Context: an optimization exercise on an open-source flow, tuned for small area, a short achievable clock period and few clock cycles per item. The choices shown serve that exercise and are no tape-out recipe. Where RTL was checked, it was by simulation tests only, not by an equivalence proof against the original. Only the layout flow was run in run 2; the RTL was not checked for function there. No activity file was given, so power comes from the tool's default toggle rates.

==> flow/design.v (outline; a module is shown in full before it is edited, if it fits) <==
// module scmcv_ram: 28 lines
// module scene_morph_cv_engine_core: 1172 lines
// module scmcv_top: 65 lines
module scmcv_top (
   input  logic        clock,
   input  logic        reset,
   input  logic        start,
   output logic        busy,
   input  logic [1:0]  req_cmd,
   input  logic [15:0] req_target_cv,
   input  logic [3:0]  req_target_knob,
   input  logic [15:0] req_current_cv,
   input  logic [3:0]  req_current_knob,
   input  logic [15:0] req_morph_cv,
   input  logic [14:0] req_morph_knob,
   input  logic [15:0] req_type_buttons,
   input  logic [15:0] req_focus_mask,
   input  logic [3:0]  req_scene_slot,
   input  logic [3:0]  req_channel_slot,
   input  logic [14:0] req_write_value,
   output logic        rsp_strobe,
   output logic [3:0]  rsp_channel,
   output logic [15:0] rsp_cv_out,
   output logic        rsp_type_light,
   output logic        rsp_last,
   input  logic        psel,
   input  logic        penable,
   input  logic        pwrite,
   input  logic [2:0]  paddr,
   input  logic [31:0] pwdata,
   output logic [31:0] prdata,
   output logic        pready
);
  // ...
==> flow/flow/run.sh <==
#!/bin/bash
# ORFS layout: the standard synthesis, then the standard steps with a setup
# margin (timing repair keeps working below the period) and larger clock-sink clusters.
set -euo pipefail
bash standard.sh synth > synth.log 2>&1
bash standard.sh SETUP_SLACK_MARGIN=8.0 CTS_BUF_LIST=sky130_fd_sc_hd__clkbuf_16 CTS_CLUSTER_SIZE=20 CTS_CLUSTER_DIAMETER=60 finish > layout.log 2>&1
==> flow/standard.sh <==
#!/bin/bash
# synth_recipe.tcl (not shown) runs the flow's synth.tcl, then flattens the netlist and writes it again
# the make line also repeats each setting of config.mk as NAME=value (left out here)
make -C /OpenROAD-flow-scripts/flow DESIGN_CONFIG=/design/flow/config.mk WORK_HOME=/design/flow/orfs CLKGATE_MAP_FILE= SYNTH_SCRIPT=/design/flow/synth_recipe.tcl "${@:-finish}"
==> flow/config.mk <==
export PLATFORM = sky130hd
export DESIGN_NAME = scmcv_top
export DESIGN_NICKNAME = scmcv_top
export VERILOG_FILES = /design/flow/design.v
export SDC_FILE = /design/flow/constraint.sdc
export NUM_CORES = 4
export LEC_CHECK = 0
export CAP_MARGIN = 20
export CORE_MARGIN = 2
export CORE_UTILIZATION = 35
export PLACE_DENSITY = 0.55
export SLEW_MARGIN = 20
export SYNTH_MEMORY_MAX_BITS = 16384
==> flow/constraint.sdc <==
create_clock -name core_clock -period 12.0 [get_ports {clock}]
set_input_delay 2.4000 -clock core_clock [delete_from_list [all_inputs] [get_ports {clock}]]
set_output_delay 2.4000 -clock core_clock [all_outputs]
set_load 0.01 [all_outputs]
==> notes.md, run 1 <==
- Status: timing/DRC/antenna clean
- Slowest cell delay on critical path: 0.50 ns
- Clock Buffer Count: 286
- Die width: 589.9 um
- Layout Skew: 0.04180 ns
- Initial Util: 35.08%
- Area contributors post-synth: dfxtp_1, a22oi_1, edfxtp_1
- Post-Layout Inst Area: 145000 um^2
- Tapcell count: 4557
- Register share of the cell area: 62.92%
- Top_reg_cell synth: dfxtp_1
- ClkCell Share: 5.324%
- Clock network power: 9.08 mW
- CTS Root Cell: clkbuf_16
- Synth top area share: 70.90%
- Critical Path End: u_core.rq_bone[7]
- Post-CTS setup buffer count: 311
- WS Path Type: input pin to flop
- RSZ-0062 raised after global routing: true
- Vias: 65270
- Multi-input gates: 3335
- Synth async-reset ratio: 0%
- I/O pin cnt: 226
- Syn-to-layout area delta: 20.67%
- Peak VDD IR: 128.9 uV
- Pins Over Slew Limit: 0
- Worst Hold Class: flop to flop
- Cell leakage power: 56.67 nW
- Worst-case clock buffer depth: 4
- Final Hold Vio Count: 0
- Hold Path Depth: 0
- Clk slew on worst S/H paths: 0.08 ns
- Post-synth top area cell: dfxtp_1
- Chip Height: 589.9 um
- Fin crit share: 39.92%
- Grt met1 use: 23.71%
- Inserted Diodes: 21
- Drt total wl: 315500 um
- Number of flops mapped to enable cells by yosys: 193
- FF+latch count, synth: 4448
- Worst Tran Pin Value: 1.082 ns
- GRT Resource Usage Total: 17.49%
- Worst path top cell family by delay: compound AO/OA/AOI/OAI gates
- Core footprint: 342400 um^2
Testbench counts, summed over its fixed seeds: cycles 10,722, ticks 514.
==> inputs of run 2 (changes only) <==
--- a/flow/design.v
+++ b/flow/design.v
@@ -260,16 +260,17 @@
    logic [14:0] a_ring, b_ring, m_ring;
    logic [14:0] a_rd;
    logic [15:0] d_rd;
    logic [17:0] a5_rd;
    logic [15:0] flags_new;
    logic        foc;
    logic        fl_rd;
    logic        morph_rd, full_rd;
+   logic [17:0] a5_sa, a5_sb;
    assign flags_new = flags_ff ^ (rq_btn & ~prev_ff);
    assign foc       = rq_focus[c_rd];
    assign fl_rd     = flags_new[c_rd];
    assign morph_rd  = !foc && !fl_rd;
    assign full_rd   = !foc && fl_rd && rq_mfull;
    always_comb begin
       a_ring = '0;
       b_ring = '0;
@@ -283,17 +284,17 @@
             if (e_row[e] == {1'b0, rq_cur}) a_ring = e_dat[e];
             if (e_row[e] == {1'b0, rq_tgt}) b_ring = e_dat[e];
             if (e_row[e] == 5'd16)          m_ring = e_dat[e];
          end
       end
       a_rd = foc ? m_ring : a_ring;
       d_rd = {1'b0, b_ring} - {1'b0, a_ring};
    end
-   assign a5_rd = {1'b0, a_rd, 2'b00} + {3'b000, a_rd};
+   assign a5_rd = a5_sa + a5_sb;
    logic        v1, v2, v3;
    logic [17:0] a51;
    logic [15:0] d1;
    logic [7:0]  g_one, g_two, g_neg;    
    logic        fl1, fl2, fl3;
    logic [3:0]  c1, c2, c3;
    logic        last1, last2, last3;
    logic [17:0] y2;
@@ -317,17 +318,17 @@
    wire mt_w8 = (((g_one[0] & d1[8]) | (g_two[0] & d1[7])) ^ g_neg[0]);
    wire mt_w9 = (((g_one[0] & d1[9]) | (g_two[0] & d1[8])) ^ g_neg[0]);
    wire mt_w10 = (((g_one[0] & d1[10]) | (g_two[0] & d1[9])) ^ g_neg[0]);
    wire mt_w11 = (((g_one[0] & d1[11]) | (g_two[0] & d1[10])) ^ g_neg[0]);
    wire mt_w12 = (((g_one[0] & d1[12]) | (g_two[0] & d1[11])) ^ g_neg[0]);
    wire mt_w13 = (((g_one[0] & d1[13]) | (g_two[0] & d1[12])) ^ g_neg[0]);
    wire mt_w14 = (((g_one[0] & d1[14]) | (g_two[0] & d1[13])) ^ g_neg[0]);
    wire mt_w15 = (((g_one[0] & d1[15]) | (g_two[0] & d1[14])) ^ g_neg[0]);
-   wire mt_w16 = (((g_one[0] & d1[15]) | (g_two[0] & d1[15])) ^ g_neg[0]);
+   wire mt_w16 = ~(((g_one[0] & d1[15]) | (g_two[0] & d1[15])) ^ g_neg[0]);
    wire mt_w17 = ((g_one[1] & d1[0]) ^ g_neg[1]);
    wire mt_w18 = (((g_one[1] & d1[1]) | (g_two[1] & d1[0])) ^ g_neg[1]);
    wire mt_w19 = (((g_one[1] & d1[2]) | (g_two[1] & d1[1])) ^ g_neg[1]);
    wire mt_w20 = (((g_one[1] & d1[3]) | (g_two[1] & d1[2])) ^ g_neg[1]);
    wire mt_w21 = (((g_one[1] & d1[4]) | (g_two[1] & d1[3])) ^ g_neg[1]);
    wire mt_w22 = (((g_one[1] & d1[5]) | (g_two[1] & d1[4])) ^ g_neg[1]);
    wire mt_w23 = (((g_one[1] & d1[6]) | (g_two[1] & d1[5])) ^ g_neg[1]);
    wire mt_w24 = (((g_one[1] & d1[7]) | (g_two[1] & d1[6])) ^ g_neg[1]);
@@ -468,28 +469,28 @@
    wire mt_w159 = mt_w105 ^ mt_w120 ^ a51[3];
    wire mt_w160 = (mt_w105 & mt_w120) | (a51[3] & (mt_w105 ^ mt_w120));
    wire mt_w161 = mt_w16 ^ mt_w31 ^ mt_w46;
    wire mt_w162 = (mt_w16 & mt_w31) | (mt_w46 & (mt_w16 ^ mt_w31));
    wire mt_w163 = mt_w61 ^ mt_w76 ^ mt_w91;
    wire mt_w164 = (mt_w61 & mt_w76) | (mt_w91 & (mt_w61 ^ mt_w76));
    wire mt_w165 = mt_w106 ^ mt_w121 ^ a51[4];
    wire mt_w166 = (mt_w106 & mt_w121) | (a51[4] & (mt_w106 ^ mt_w121));
-   wire mt_w167 = mt_w16 ^ mt_w32 ^ mt_w47;
-   wire mt_w168 = (mt_w16 & mt_w32) | (mt_w47 & (mt_w16 ^ mt_w32));
-   wire mt_w169 = mt_w62 ^ mt_w77 ^ mt_w92;
-   wire mt_w170 = (mt_w62 & mt_w77) | (mt_w92 & (mt_w62 ^ mt_w77));
-   wire mt_w171 = mt_w107 ^ mt_w122 ^ a51[5];
-   wire mt_w172 = (mt_w107 & mt_w122) | (a51[5] & (mt_w107 ^ mt_w122));
-   wire mt_w173 = ~mt_w16 ^ mt_w33 ^ mt_w48;
-   wire mt_w174 = (~mt_w16 & mt_w33) | (mt_w48 & (~mt_w16 ^ mt_w33));
-   wire mt_w175 = mt_w63 ^ mt_w78 ^ mt_w93;
-   wire mt_w176 = (mt_w63 & mt_w78) | (mt_w93 & (mt_w63 ^ mt_w78));
-   wire mt_w177 = mt_w108 ^ mt_w123 ^ a51[6];
-   wire mt_w178 = (mt_w108 & mt_w123) | (a51[6] & (mt_w108 ^ mt_w123));
+   wire mt_w167 = mt_w32 ^ mt_w47 ^ mt_w62;
+   wire mt_w168 = (mt_w32 & mt_w47) | (mt_w62 & (mt_w32 ^ mt_w47));
+   wire mt_w169 = mt_w77 ^ mt_w92 ^ mt_w107;
+   wire mt_w170 = (mt_w77 & mt_w92) | (mt_w107 & (mt_w77 ^ mt_w92));
+   wire mt_w171 = mt_w122 ^ a51[5] ^ 1'b1;
+   wire mt_w172 = (mt_w122 & a51[5]) | (1'b1 & (mt_w122 ^ a51[5]));
+   wire mt_w173 = mt_w33 ^ mt_w48 ^ mt_w63;
+   wire mt_w174 = (mt_w33 & mt_w48) | (mt_w63 & (mt_w33 ^ mt_w48));
+   wire mt_w175 = mt_w78 ^ mt_w93 ^ mt_w108;
+   wire mt_w176 = (mt_w78 & mt_w93) | (mt_w108 & (mt_w78 ^ mt_w93));
+   wire mt_w177 = mt_w123 ^ a51[6];
+   wire mt_w178 = mt_w123 & a51[6];
    wire mt_w179 = mt_w49 ^ mt_w64 ^ mt_w79;
    wire mt_w180 = (mt_w49 & mt_w64) | (mt_w79 & (mt_w49 ^ mt_w64));
    wire mt_w181 = mt_w94 ^ mt_w109 ^ mt_w124;
    wire mt_w182 = (mt_w94 & mt_w109) | (mt_w124 & (mt_w94 ^ mt_w109));
    wire mt_w183 = a51[7] ^ 1'b1;
    wire mt_w184 = a51[7] & 1'b1;
    wire mt_w185 = mt_w50 ^ mt_w65 ^ mt_w80;
    wire mt_w186 = (mt_w50 & mt_w65) | (mt_w80 & (mt_w50 ^ mt_w65));
@@ -750,16 +751,74 @@
    assign mul_sa[26] = mt_w380;
    assign mul_sb[26] = mt_w381;
    assign mul_sa[27] = mt_w382;
    assign mul_sb[27] = mt_w383;
    assign mul_sa[28] = mt_w384;
    assign mul_sb[28] = mt_w385;
    assign mul_sa[29] = mt_w386;
    assign mul_sb[29] = mt_w387;
+   wire at_w0 = a_rd[2] ^ a_rd[4];
+   wire at_w1 = a_rd[2] & a_rd[4];
+   wire at_w2 = a_rd[3] ^ a_rd[5];
+   wire at_w3 = a_rd[3] & a_rd[5];
+   wire at_w4 = a_rd[4] ^ a_rd[6];
+   wire at_w5 = a_rd[4] & a_rd[6];
+   wire at_w6 = a_rd[5] ^ a_rd[7];
+   wire at_w7 = a_rd[5] & a_rd[7];
+   wire at_w8 = a_rd[6] ^ a_rd[8];
+   wire at_w9 = a_rd[6] & a_rd[8];
+   wire at_w10 = a_rd[7] ^ a_rd[9];
+   wire at_w11 = a_rd[7] & a_rd[9];
+   wire at_w12 = a_rd[8] ^ a_rd[10];
+   wire at_w13 = a_rd[8] & a_rd[10];
+   wire at_w14 = a_rd[9] ^ a_rd[11];
+   wire at_w15 = a_rd[9] & a_rd[11];
+   wire at_w16 = a_rd[10] ^ a_rd[12];
+   wire at_w17 = a_rd[10] & a_rd[12];
+   wire at_w18 = a_rd[11] ^ a_rd[13];
+   wire at_w19 = a_rd[11] & a_rd[13];
+   wire at_w20 = a_rd[12] ^ a_rd[14];
+   wire at_w21 = a_rd[12] & a_rd[14];
+   assign a5_sa[0] = a_rd[0];
+   assign a5_sb[0] = 1'b0;
+   assign a5_sa[1] = a_rd[1];
+   assign a5_sb[1] = 1'b0;
+   assign a5_sa[2] = a_rd[0];
+   assign a5_sb[2] = a_rd[2];
+   assign a5_sa[3] = a_rd[1];
+   assign a5_sb[3] = a_rd[3];
+   assign a5_sa[4] = 1'b1;
+   assign a5_sb[4] = at_w0;
+   assign a5_sa[5] = at_w1;
+   assign a5_sb[5] = at_w2;
+   assign a5_sa[6] = at_w3;
+   assign a5_sb[6] = at_w4;
+   assign a5_sa[7] = at_w5;
+   assign a5_sb[7] = at_w6;
+   assign a5_sa[8] = at_w7;
+   assign a5_sb[8] = at_w8;
+   assign a5_sa[9] = at_w9;
+   assign a5_sb[9] = at_w10;
+   assign a5_sa[10] = at_w11;
+   assign a5_sb[10] = at_w12;
+   assign a5_sa[11] = at_w13;
+   assign a5_sb[11] = at_w14;
+   assign a5_sa[12] = at_w15;
+   assign a5_sb[12] = at_w16;
+   assign a5_sa[13] = at_w17;
+   assign a5_sb[13] = at_w18;
+   assign a5_sa[14] = at_w19;
+   assign a5_sb[14] = at_w20;
+   assign a5_sa[15] = at_w21;
+   assign a5_sb[15] = a_rd[13];
+   assign a5_sa[16] = a_rd[14];
+   assign a5_sb[16] = 1'b0;
+   assign a5_sa[17] = 1'b0;
+   assign a5_sb[17] = 1'b0;
    wire dt_w0 = y2[11] ^ y2[9];
    wire dt_w1 = y2[11] & y2[9];
    wire dt_w2 = y2[12] ^ y2[10] ^ y2[9];
    wire dt_w3 = (y2[12] & y2[10]) | (y2[9] & (y2[12] ^ y2[10]));
    wire dt_w4 = y2[13] ^ y2[11] ^ y2[10];
    wire dt_w5 = (y2[13] & y2[11]) | (y2[10] & (y2[13] ^ y2[11]));
    wire dt_w6 = y2[14] ^ y2[12] ^ y2[11];
    wire dt_w7 = (y2[14] & y2[12]) | (y2[11] & (y2[14] ^ y2[12]));
==> notes.md, run 2 <==
- Count of cell types in the netlist: 92
- Top reg by flops: u_core.u_store.g_row.q
- Final Critical Period: 4.815 ns
- WS Path Type: flop to flop
- Max stage delay cell, worst path: dfxtp_4
- Fin crit share: 40.12% (+0.20 points)
- Fmax: 0.2077 GHz
- Port bufs: 160
- Drt first pass iters: 8
- Seq/Total Area, Yosys: 75.49%
- Vias: 65000 (-0.41%)
- Most used cell, CP: o21a_1
- Wire per inst: 23.14 um
- First-pass GRT wire length: 455000 um
- Final TNS setup: 0 ns
- HPWL Detailed: 170700 um
- Remaining Overflow, GRT: 0
- Crit path arrival time: 5.55 ns
- CP Launch Type: flop
- Post-place setup slack: 5.507 ns
- CTS Root Cell: clkbuf_16
- Num CTS Buffers: 278
- Cell leakage power: 56.33 nW (-0.59%)
- Die width: 590.8 um (+0.16%)
- Drt total wl: 316000 um (+0.16%)
- Count leader, synth: dfxtp_1
- FF+latch count, synth: 4448 (unchanged)
- Final Hold Vio Count: 0 (unchanged)
- Share of cells above drive strength 1: 19.41%
- DR DRC count: 0
- Die area: 349100 um^2
- Initial antenna violation count: 38
- Setup-failing EPs final: 0
- Commonest non-fill, non-tap cell in the layout: dfxtp_1
- Commonest non-fill, non-tap cells in the layout: dfxtp_1, a22oi_1, nand2_1
- Worst Hold Class: flop to flop
- Max-cap violations: 0
- TritonCTS clock tree: yes
- Area of the mapped netlist: 120500 um^2
- Syn. warnings: 5
- GRT Resource Usage Total: 17.65% (+0.16 points)
- Endpoint class of the critical path: flop
- Initial Util: 35.14% (+0.056 points)
- Peak VDD IR: 115.4 uV (-11%)
- Fin nets: 9582
- H-Tree Level Count: 5
- Top Registers: u_core.u_store.g_row.q x4080, u_core.e_dat x45
- Layout Skew: 0.04730 ns (+0.005502 ns)
- Rows: 215
- Placed Cells incl. Taps: 12880
- Crit path buffers/inverters: 4
- Post-synth top area cell: dfxtp_1
- Worst Tran Pin Value: 1.124 ns (+0.04267 ns)
- Max reg flops: 4080
- Final worst slack: 7.185 ns
- Vias per cell: 4.760
- Largest net degree at the start of global routing: 65
- Area of the multi-input gates: 30520 um^2
- Synth async-reset ratio: 0% (unchanged)
- Core footprint: 343000 um^2 (+0.16%)
- Vias in the first global route: 65800
- Critical Path, Cell by Cell: buf_6 > buf_16 > buf_16 > a22oi_2 > nand2_2 > a22oi_1 > nand4_1 > nor2_2 > buf_6 > a211oi_2 > a21o_1 > mux2i_4 > mux2i_2 > ha_1 > a211oi_2 > nor2b_1 > o21a_1 > o21a_1 > o21a_2 > o311ai_4 > nand3_2 > and3_4 > o21a_1
- Crit Path Max Fanout: 6
- Clk slew on worst S/H paths: 0.08 ns (about the same)
- RSZ-0062 raised after global routing: true
- Relative slew slack: 24.97%
- Routed Antenna Nets: 0
- Area contributors post-synth: dfxtp_1, a22oi_1, edfxtp_1
- Number of flops mapped to enable cells by yosys: 193 (unchanged)
- Pins Over Slew Limit: 0 (unchanged)
- Critical Path RT: 12.73 ns
- Chip Height: 590.8 um (+0.16%)
- Filler Cells Inserted: 30860
- Top_reg_cell synth: dfxtp_1
- I/O pin cnt: 226 (unchanged)
- Slowest cell delay on critical path: 0.42 ns (-0.08 ns)
- Register Area: 91160 um^2
- PD cells: 179.3 nW/um^2
- Commonest cells in the netlist: dfxtp_1, a22oi_1, nand2_1
- Clock latency (worst-skew pair): 0.87 ns
- Worst-case clock buffer depth: 4 (unchanged)
- Syn Area/Cell: 14.39 um^2
- R2R Setup Slk: 7.19 ns
- GPL Wtd Cong: 0.8329
- Status: timing/DRC/antenna clean
- Synth top area share: 70.68% (-0.22 points)
- Syn-to-layout area delta: 19.19%
- Worst path top cell family by delay: compound AO/OA/AOI/OAI gates
- Synth Instances: 8374
- Fin cells: 13660
- DRT iter0 DRCs: 5115
- CTS Sinks: 4448
## run 2: cell count changes after synthesis, moves of 14 or more
cell,before,now
clkbuf_1,269,239
mux2_1,1,30
mux2_2,276,247
o21ai_0,104,78
a21oi_1,111,87
mux2i_1,21,42
nor2_1,215,196
buf_2,21,35
inv_1,295,281
## run 2: path summary, 6_finish.rpt
kind | start | endpoint | cells past startpoint
setup / recovery | u_core.tap_oh[3] | u_core.a51[17] | 23
hold / removal | u_core.u_store.g_row[15].q[87] | u_core.u_store.g_row[15].q[72] | 0
setup reg to reg | u_core.tap_oh[3] | u_core.a51[17] | 23
hold reg to reg | u_core.u_store.g_row[15].q[87] | u_core.u_store.g_row[15].q[72] | 0
## run 2: what timing repair did
item                                    CTS  global route
hold buffers                              0             0
pin swaps                               268           154
gates resized for setup                 701           207
buffers inserted                        317            48
endpoints found under the setup margin  166           152
cloned                                   48             1
## run 2: cell families after synthesis
family | share of synthesized area (%)
compound gates | 7.797
xor+xnor | 2.187
fa+ha+maj | 5.371
buf+inv | 2.179
flops | 75.49
mux | 3.124
other cells | 0.006231
simple gates | 3.848
## run 2: power breakdown
group          total, mW  leakage (nW)  switching [mW]  internal (mW)
clock               9.09          3.79            4.70           4.39
sequential          14.9          36.1          0.0267           14.9
combinational       1.76          16.5            1.03          0.726
total               25.7          56.3            5.76           20.0
## run 2: through the flow
step / power, mW / hold WS (ns) / area (um^2) / util, %
2_1_floorplan: 15.86 / 0.3096 / 121800 / -
3_3_place_gp: 16.29 / 0.3095 / 128000 / 37.32
3_5_place_dp: 16.29 / 0.3121 / 128000 / 37.33
4_1_cts: 25.88 / 0.2839 / 142200 / 41.46
5_1_grt: 26.59 / 0.3057 / 143600 / 41.87
6_report: 25.75 / 0.2902 / 143600 / 41.88
## run 2: layout make-up
| class | instances | share of cell area [%] |
|---|---|---|
| antenna | 25 | 0.04355 |
| clock buffer | 287 | 5.000 |
| clock inverter | 51 | 0.3519 |
| inverter | 282 | 0.7439 |
| multi-input combinational | 3328 | 21.25 |
| sequential | 4448 | 63.46 |
| tap | 4557 | 3.969 |
| timing repair buffer | 677 | 5.183 |
## run 2: layer usage
metal / part of all wire, % / up-vias / GRT usage, %
li1: - / 29540 / -
met1: 45 / 32430 / 23.89
met2: 45 / 2286 / 27.58
met3: 6.5 / 722 / 3.828
met4: 4.2 / 18 / 6.779
met5: 0.040 / - / 0

[port drivers added, routing unchanged]
No port has a modelled driver above. Below, the same layouts with a new extraction and two added sets of constraints. Step 1, drivers: a clkbuf_16 drives clock and a buf_2 each remaining input, both assumed. Step 2 also shifts input and output timing later by t, the mid clock arrival at the registers, as if the neighbouring blocks saw the same clock. a / b / c = no drivers / after step 1 / after step 2; a / b = the first two.
| run | t, ns | slack for setup (ns) | cell pins on the clock port's net |
|---|---|---|---|
| run 1 | 0.952 | 7.209 / 7.218 / 6.310 | 1 |
| run 2 | 0.944 | 7.185 / 7.185 / 6.564 | 1 |
After both steps every run listed still meets setup and hold. For run 1, which loses most, drivers alone change the setup slack by +0.009 ns; drivers and shift together by -0.899 ns.
